Source: an optimization exercise on an open RTL-to-GDS flow (aim: small area). Production flows keep margins and buffers that such runs may drop. Function was checked by simulation only, so behaviour that the tests miss may differ from the original. Power is estimated from default activity; no workload was simulated.

== job 7335 ==
==> flow/design.v <==
`timescale 1ns/1ps
package bpu_entry_pkg;
    localparam int pc_width   = 32;
    localparam int ctr_width  = 2;
    localparam int btb_ways   = 4;
    localparam int plru_width = btb_ways - 1;
    typedef struct packed {
        logic [pc_width-1:0]   pred_pc;
        logic [ctr_width-1:0]  ctr;
        logic [btb_ways-1:0]   way_valid;
        logic [btb_ways-1:0]   way_hit;
        logic [plru_width-1:0] plru;
    } bp_entry_t;
endpackage
`timescale 1ns/1ps
module sel8
(
    input  logic [7:0] s,
    input  logic [7:0] d,
    output logic       y
);
    logic n0;
    logic n1;
    aoi222 i_g0 (.a(s[0]), .b(d[0]), .c(s[1]), .d(d[1]), .e(s[2]), .f(d[2]), .y(n0));
    aoi222 i_g1 (.a(s[3]), .b(d[3]), .c(s[4]), .d(d[4]), .e(s[5]), .f(d[5]), .y(n1));
    or_aoi22 i_g2 (.n0(n0), .n1(n1), .a(s[6]), .b(d[6]), .c(s[7]), .d(d[7]), .y(y));
endmodule
module or_aoi22
(
    input  logic n0, n1, a, b, c, d,
    output logic y
);
    assign y = ~n0 | ~n1 | (a & b) | (c & d);
endmodule
module aoi222
(
    input  logic a, b, c, d, e, f,
    output logic y
);
    assign y = ~((a & b) | (c & d) | (e & f));
endmodule
`timescale 1ns/1ps
module dec8
(
    input  logic       en,
    input  logic [2:0] a,
    output logic [7:0] y
);
    for (genvar i = 0; i < 8; i++) begin : g_out
        assign y[i] = en && (a == 3'(i));
    end
endmodule
module dec8n
(
    input  logic [2:0] a,
    output logic [7:0] y
);
    for (genvar i = 0; i < 8; i++) begin : g_out
        assign y[i] = (a == 3'(i));
    end
endmodule
`timescale 1ns/1ps
import bpu_entry_pkg::*;
module bpu_entry_buffer
#(
    parameter int depth = 8
) (
    input  logic                  clk,
    input  logic                  rst_n,
    input  logic                  flush,
    input  logic                  in_vld,
    output logic                  in_rdy,
    input  logic [pc_width-1:0]   in_pc,
    input  logic [ctr_width-1:0]  in_ctr,
    input  logic [btb_ways-1:0]   in_way_valid,
    input  logic [btb_ways-1:0]   in_way_hit,
    input  logic [plru_width-1:0] in_plru,
    input  logic                  commit_vld,
    input  logic                  commit_taken,
    output logic                  out_vld,
    input  logic                  out_rdy,
    output logic [pc_width-1:0]   out_pc,
    output logic [ctr_width-1:0]  out_ctr,
    output logic [btb_ways-1:0]   out_way_valid,
    output logic [btb_ways-1:0]   out_way_hit,
    output logic [plru_width-1:0] out_plru
);
    localparam int idx_w = $clog2(depth);
    localparam int ptr_w = idx_w + 1;
    logic [ptr_w-1:0] wr_ptr;
    logic [ptr_w-1:0] cmt_ptr;
    logic [ptr_w-1:0] rd_ptr;
    logic [ptr_w-1:0] cmt_ptr_nxt;
    logic             wr_fire;
    logic             rd_fire;
    assign in_rdy  = !((wr_ptr[idx_w-1:0] == rd_ptr[idx_w-1:0]) && (wr_ptr[idx_w] != rd_ptr[idx_w]));
    assign out_vld = cmt_ptr != rd_ptr;
    assign wr_fire = in_vld && in_rdy && !flush;
    assign rd_fire = out_vld && out_rdy;
    assign cmt_ptr_nxt = cmt_ptr + ptr_w'(commit_vld);
    always_ff @(posedge clk or negedge rst_n) begin
        if (!rst_n) begin
            wr_ptr  <= '0;
            cmt_ptr <= '0;
            rd_ptr  <= '0;
        end else begin
            wr_ptr  <= flush ? cmt_ptr_nxt : wr_ptr + ptr_w'(wr_fire);
            cmt_ptr <= cmt_ptr_nxt;
            rd_ptr  <= rd_ptr + ptr_w'(rd_fire);
        end
    end
    logic                  in_left;
    logic                  in_right;
    logic [plru_width-1:0] wr_plru;
    logic                  wr_hit;
    assign in_left  = in_way_hit[0] | in_way_hit[1];
    assign in_right = in_way_hit[2] | in_way_hit[3];
    assign wr_hit   = in_left | in_right;
    always_comb begin
        wr_plru = in_plru;
        if (in_left) begin
            wr_plru[0] = 1'b1;
            wr_plru[1] = in_way_hit[0];
        end else if (in_right) begin
            wr_plru[0] = 1'b0;
            wr_plru[2] = in_way_hit[2];
        end
    end
    logic [pc_width-1:0]   m_pc   [depth];
    logic [ctr_width-1:0]  m_ctr  [depth];
    logic [btb_ways-1:0]   m_wv   [depth];
    logic                  m_hit  [depth];
    logic [plru_width-1:0] m_plru [depth];
    logic                  m_tk   [depth];
    logic [pc_width+ctr_width+btb_ways+1+plru_width:0] m_rec [depth];
    logic [depth-1:0] wsel;
    logic [depth-1:0] csel;
    dec8 i_wdec (.en(wr_fire),    .a(wr_ptr[idx_w-1:0]),  .y(wsel));
    dec8 i_cdec (.en(commit_vld), .a(cmt_ptr[idx_w-1:0]), .y(csel));
    for (genvar i = 0; i < depth; i++) begin : g_slot
        assign m_rec[i] = {m_pc[i], m_ctr[i], m_wv[i], m_hit[i], m_plru[i], m_tk[i]};
        always_ff @(posedge clk) begin
            if (wsel[i]) begin
                m_pc[i]   <= in_pc;
                m_ctr[i]  <= in_ctr;
                m_wv[i]   <= in_way_valid;
                m_hit[i]  <= wr_hit;
                m_plru[i] <= wr_plru;
            end
        end
        always_ff @(posedge clk) begin
            if (csel[i]) begin
                m_tk[i] <= commit_taken;
            end
        end
    end
    logic [idx_w-1:0]      ri;
    logic [ctr_width-1:0]  r_ctr;
    logic [btb_ways-1:0]   r_wv;
    logic                  r_hit;
    logic [plru_width-1:0] r_plru;
    logic                  r_tk;
    assign ri     = rd_ptr[idx_w-1:0];
    localparam int rec_w = pc_width + ctr_width + btb_ways + 1 + plru_width + 1;
    logic [depth-1:0] rsel;
    logic [rec_w-1:0] r_rec;
    dec8n i_rdec (.a(ri), .y(rsel));
    for (genvar b = 0; b < rec_w; b++) begin : g_rbit
        logic [depth-1:0] col;
        for (genvar i = 0; i < depth; i++) begin : g_col
            assign col[i] = m_rec[i][b];
        end
        sel8 i_sel (.s(rsel), .d(col), .y(r_rec[b]));
    end
    assign {out_pc, r_ctr, r_wv, r_hit, r_plru, r_tk} = r_rec;
    logic                  o_hit;
    logic [plru_width-1:0] o_plru;
    assign o_hit = r_hit | r_tk;
    always_comb begin
        o_plru = r_plru;
        if (r_tk && !r_hit) begin
            if (&r_wv) begin
                o_plru[0] = ~r_plru[0];
                if (r_plru[0]) begin
                    o_plru[2] = ~r_plru[2];
                end else begin
                    o_plru[1] = ~r_plru[1];
                end
            end else if (!r_wv[0] || !r_wv[1]) begin
                o_plru[0] = 1'b1;
                o_plru[1] = ~r_wv[0];
            end else begin
                o_plru[0] = 1'b0;
                o_plru[2] = ~r_wv[2];
            end
        end
    end
    assign out_plru         = o_plru;
    assign out_way_hit[0]   = o_hit &  o_plru[0] &  o_plru[1];
    assign out_way_hit[1]   = o_hit &  o_plru[0] & ~o_plru[1];
    assign out_way_hit[2]   = o_hit & ~o_plru[0] &  o_plru[2];
    assign out_way_hit[3]   = o_hit & ~o_plru[0] & ~o_plru[2];
    assign out_way_valid    = r_wv | (out_way_hit & {btb_ways{r_tk}});
    assign out_ctr = r_tk ? {r_ctr[1] | r_ctr[0], r_ctr[1] | ~r_ctr[0]}
                          : {r_ctr[1] & r_ctr[0], r_ctr[1] & ~r_ctr[0]};
endmodule
Settings: LEC_CHECK=0, CAP_MARGIN=20, CORE_MARGIN=2, CORE_UTILIZATION=60, PLACE_DENSITY=0.7, SLEW_MARGIN=20, SYNTH_HIERARCHICAL=1, SYNTH_MINIMUM_KEEP_SIZE=0; clock period 5.0 ns.
standard.sh (not shown) runs the stock make flow with config.mk's settings and CLKGATE_MAP_FILE= SYNTH_SCRIPT=/design/flow/synth_recipe.tcl, a recipe that flattens the netlist after the stock synthesis.
==> flow/flow/run.sh <==
#!/bin/bash
# Standard ORFS layout (standard.sh, unchanged synthesis) with two layout settings changed:
#  - port buffers use the smallest buffer, sky130_fd_sc_hd__buf_1
#  - clock tree built from clkbuf_4 with larger sink clusters and no dummy loads
set -euo pipefail
bash standard.sh \
  'BUFFER_PORTS_ARGS=-buffer_cell sky130_fd_sc_hd__buf_1' \
  'CTS_ARGS=-sink_clustering_enable -repair_clock_nets -dont_use_dummy_load -buf_list sky130_fd_sc_hd__clkbuf_4 -sink_clustering_size 10 -sink_clustering_max_diameter 100 -sink_buffer_max_cap_derate 1.0' \
  finish > standard_flow.log 2>&1
Edits applied to the flow inputs when going from job 7335 to job 3044:
==> flow/flow/run.sh <==
#!/bin/bash
# Standard ORFS layout (standard.sh, unchanged synthesis) with these layout settings changed:
#  - port buffers use the smallest buffer, sky130_fd_sc_hd__buf_1
#  - clock tree built from clkbuf_4 with sink clusters of 10 and no dummy loads
#  - after floorplan, multi-drive logic gates are swapped for their drive-1 variant
#    (flow/downsize.tcl); placement's repair and the timing repairs size up what needs it
set -euo pipefail
here=$(pwd)
bash standard.sh \
  'BUFFER_PORTS_ARGS=-buffer_cell sky130_fd_sc_hd__buf_1' \
  'CTS_ARGS=-sink_clustering_enable -repair_clock_nets -dont_use_dummy_load -buf_list sky130_fd_sc_hd__clkbuf_4 -sink_clustering_size 10 -sink_clustering_max_diameter 100 -sink_buffer_max_cap_derate 1.0' \
  "POST_FLOORPLAN_TCL=$here/flow/downsize.tcl" \
  finish > standard_flow.log 2>&1
==> flow/flow/downsize.tcl (new file) <==
# swap every multi-drive gate for its drive-1 variant; placement's repair_design
# and the timing repairs size back up what the limits and timing need
set db [ord::get_db]
set n 0
foreach inst [[ord::get_db_block] getInsts] {
  set m [[$inst getMaster] getName]
  if {[regexp {^(sky130_fd_sc_hd__[a-z0-9]+)_([0-9]+)$} $m -> base drive] && $drive > 1} {
    foreach d {1 0} {
      set cand "${base}_$d"
      set master [$db findMaster $cand]
      if {$master ne "NULL" && ![string match *dfrtp* $base] && ![string match *edfxtp* $base]} {
        if {[$inst swapMaster $master]} { incr n }
        break
      }
    }
  }
}
puts "downsized $n instances"
## What came out
- For job 3044, the capturing element of the worst setup path was out_way_hit[2], unlike job 7335, where it was out_way_hit[0].
- Job 3044 reports a higher wire length of the first global-routing pass than job 7335 does.
- Job 3044 ends up with a wire length on met2 that is 3.0% lower than in job 7335.
- Number of distinct library cell variants in the gate-level netlist after synthesis essentially unchanged between job 7335 and job 3044.
- Count of plain and timing-repair buffers in the layout up 2.6% in job 3044 wrt job 7335
## Diff of input files: job 5355 against job 3044
Settings: changing PLACE_DENSITY from 0.7 to 0.85.
Results
- Looking at job 5355 and job 3044, the power is a wash.
- Compared to job 3044, job 5355 has biggest cell delay along the critical path 0.04 ns lower.
- The run showing the smaller final critical delay including setup and external delays is job 5355.
- Global-route usage in job 5355 is 0.19 points below job 3044.
- Compared to job 3044, job 5355 shows a wider setup margin.
- Job 5355 vs job 3044 on number of non-clock buffers: job 5355 is the lower one.
- Lower hold slack was reported by job 3044, not job 5355.

port drivers added, routing unchanged:
In the flow no input, the clock included, has a driving cell. The finished layouts below were timed again as built, in two steps. Step 1 sets driving cells, clkbuf_16 on the clock port and buf_2 on the other inputs (assumed; they add their load-dependent delay and slew). Step 2, shift: input delay + t, output delay - t, t = (earliest + latest rising clock arrival at the registers) / 2. This alone moves slack from input paths to output paths. a / b / c = ideal / step 1 / step 2; a / b = the first two.
| run | t, ns | setup WS [ns] | worst hold slack (ns) | worst register clock-pin slew, ns |
|---|---|---|---|---|
| job 7335 | 0.691 | 0.257 / 0.213 / 0.903 | 0.350 / 0.344 / 0.536 | 0.11 / 0.11 |
| job 3044 | 0.673 | 0.300 / 0.263 / 0.937 | 0.335 / 0.323 / 0.534 | 0.11 / 0.11 |
| job 5355 | 0.681 | 0.326 / 0.288 / 0.969 | 0.376 / 0.366 / 0.521 | 0.11 / 0.11 |
After both steps setup and hold are still met in every run listed.
